Background: an optimization exercise with open tools, aiming at small area, a short achievable clock period and few clock cycles per item. Do not read the settings as production practice. Only simulation tests tie the RTL to the original design; equivalence was not proved. Power and IR drop assume default switching activity.

## build 64
// buddy_block_allocate_core
module buddy_block_allocate_core (
	input  logic                  clk,
	input  logic                  arst_n,
	input  logic                  in_valid,
	output logic                  in_ready,
	input  logic [SIZE_W-1:0]     req_size,
	output logic                  out_valid,
	input  logic                  out_ready,
	output logic [STATUS_W-1:0]   status,
	output logic [OFF_W-1:0]      block_offset,
	output logic [OUT_LVL_W-1:0]  block_level,
	input  logic                  cfg_valid,
	output logic                  cfg_ready,
	input  logic [CFG_IDX_W-1:0]  cfg_index,
	input  logic [CFG_DATA_W-1:0] cfg_data
);
Size in the first run: roughly 210 flip-flops.
Settings: LEC_CHECK=0, CAP_MARGIN=20, CORE_MARGIN=2, CORE_UTILIZATION=60, CTS_BUF_LIST=sky130_fd_sc_hd__clkbuf_8, SLEW_MARGIN=20; clock period 10.0 ns.
standard.sh (not shown) runs the stock make flow with config.mk's settings and CLKGATE_MAP_FILE= SYNTH_SCRIPT=/design/flow/synth_recipe.tcl, a recipe that flattens the netlist after the stock synthesis.
==> flow/flow/run.sh <==
#!/bin/bash
set -euo pipefail
SETUP_MARGIN=6.5
bash standard.sh SETUP_SLACK_MARGIN=$SETUP_MARGIN \
	"BUFFER_PORTS_ARGS=-buffer_cell sky130_fd_sc_hd__buf_1" finish > flow.log 2>&1
test -s out/final.def
Testbench counts of build 64, summed over its fixed seeds: cycles 2,462, items 2,304.
The inputs of build 75 differ from those of build 64 as listed below.
==> flow/flow/run.sh <==
#!/bin/bash
set -euo pipefail
SETUP_MARGIN=6.5
bash standard.sh SETUP_SLACK_MARGIN=$SETUP_MARGIN finish > flow.log 2>&1
test -s out/final.def
diff --git a/flow/config.mk b/flow/config.mk
--- a/flow/config.mk
+++ b/flow/config.mk
@@ -9,4 +9,3 @@
 export CORE_MARGIN = 2
-export CORE_UTILIZATION = 60
-export CTS_BUF_LIST = sky130_fd_sc_hd__clkbuf_8
+export CORE_UTILIZATION = 40
 export SLEW_MARGIN = 20
## What came out
Comparing build 75 and build 64, the higher sum of routed wire length over all layers was measured on build 75.
Diff build 64 -> build 75 | power | increase of 260 µW
Build 75 vs build 64, total via count in the routed design went down by 62.
Going from build 64 to build 75, minimum period implied by the final worst setup slack shows a reduction of 35 ps; number of setup buffers added after CTS climbed 8; placed cell area shows an increase of 6.1%; design area rose about 7%; clock power share decreased by 0.5 points relative to the old numbers.
What build 93 does differently from build 75 at the input level:
==> flow/flow/run.sh <==
#!/bin/bash
set -euo pipefail
SETUP_MARGIN=6.5
bash standard.sh SETUP_SLACK_MARGIN=$SETUP_MARGIN \
	"BUFFER_PORTS_ARGS=-buffer_cell sky130_fd_sc_hd__buf_1" finish > flow.log 2>&1
test -s out/final.def
diff --git a/flow/config.mk b/flow/config.mk
--- a/flow/config.mk
+++ b/flow/config.mk
@@ -9,3 +9,3 @@
 export CORE_MARGIN = 2
-export CORE_UTILIZATION = 40
+export CORE_UTILIZATION = 60
 export SLEW_MARGIN = 20
## What came out
- Per the final summary, build 93 finished and its layout is clean on timing, DRC and antenna.
- Cell area reported after detailed placement sits lower in build 93 than in build 75.
- Comparing post-placement setup slack for build 93 and build 75, the smaller number came from build 75.
- From build 75 to build 93 the numbers moved as follows: clock share of power shows an increase of 0.5 points, growth of design area from synthesis to finish shows a reduction of 6.4 points, via count shows an increase of 159, first-pass GRT wire length shows a reduction of about 8%.
- Initial core utilization: build 93 and build 75 compared, higher one is build 93
- Relative to build 75, fraction of the core area covered by cells at the end of the flow increased by 23 points in build 93.
The following lists how build 90 was set up differently from build 93:
diff --git a/flow/config.mk b/flow/config.mk
--- a/flow/config.mk
+++ b/flow/config.mk
@@ -7,2 +7,3 @@
 export LEC_CHECK = 0
+export ABC_AREA = 1
 export CAP_MARGIN = 20
@@ -10,2 +11,3 @@
 export CORE_UTILIZATION = 60
+export CTS_BUF_LIST = sky130_fd_sc_hd__clkbuf_8
 export SLEW_MARGIN = 20
Results
- Build 90 finished all stages; the layout is clean.
- Cell with the largest stage delay on the worst path: nor3_2 -> build 90, a222oi_1 -> build 93
- Effective utilization at floorplan: build 93 vs build 90 — no meaningful difference
- Build 90 vs. build 93: utilization of the core after routing lost 4.1 points; worst setup margin picked up an extra 200 ps; power attributed to sequential cells lost about 3%; via count of the first global-routing pass picked up an extra 49; share of power burned in combinational logic lost 1.7 points.
- [build 90 vs build 93] register-to-register slack: higher in build 90
- Build 90 ended up with g_lvl[0].g_off.off_q[10]$_DFFE_PP_ as its termination of the worst setup path; build 93 ended up with o_off_q[14]$_SDFFCE_PP0P_.
- Relative to build 93, switching portion of total power has increased by 1.9 points in build 90.
#### Input delta (build 79 over build 90)
diff --git a/flow/config.mk b/flow/config.mk
--- a/flow/config.mk
+++ b/flow/config.mk
@@ -12,2 +12,4 @@
 export CTS_BUF_LIST = sky130_fd_sc_hd__clkbuf_8
+export CTS_CLUSTER_DIAMETER = 60
+export CTS_CLUSTER_SIZE = 14
 export SLEW_MARGIN = 20
## What came out
- [build 79] total number of cells along the worst setup path rose 2 relative to build 90
- Arrival time of data at the critical path endpoint is lower on build 90
- Comparing build 79 and build 90, the lower maximum fanout along the worst path is on build 90.
- | via count | build 79 vs build 90 | 108 lower |
- As far as average cell area after synthesis goes, build 79 and build 90 are indistinguishable; the numbers are identical.
- Share of total power in the clock network (build 79 over build 90): decrease, 3.8 points

-- static timing again, ports no longer ideal --
In the flow no input, the clock included, has a driving cell. The finished layouts below were timed again as built, in two steps. Step 1 (the two cells are an assumption about what drives the block):
set clk [get_ports {clk}]
set_driving_cell -lib_cell sky130_fd_sc_hd__clkbuf_16 $clk
set_driving_cell -lib_cell sky130_fd_sc_hd__buf_2 [delete_from_list [all_inputs] $clk]
Step 2 adds t to the input delays and takes it off the output delays; t is the mean of the earliest and latest rising clock arrival at the registers after step 1. Input paths then give back, and output paths get back, about the clock's delay inside the block. a / b / c = no drivers / after step 1 / after step 2; a / b = the first two.
run | t (ns) | slack for setup (ns) | worst hold slack (ns)
build 64 | 0.555 | 6.517 / 6.517 / 6.028 | 0.467 / 0.467 / 0.467
build 75 | 0.548 | 6.552 / 6.519 / 6.054 | 0.466 / 0.466 / 0.466
build 93 | 0.553 | 6.502 / 6.502 / 6.067 | 0.468 / 0.468 / 0.468
build 90 | 0.567 | 6.701 / 6.719 / 6.152 | 0.462 / 0.462 / 0.462
build 79 | 0.550 | 6.676 / 6.690 / 6.141 | 0.470 / 0.470 / 0.470
After both steps setup and hold are still met in every run listed. For build 90, which loses most, drivers alone change the setup slack by +0.018 ns; drivers and shift together by -0.549 ns.
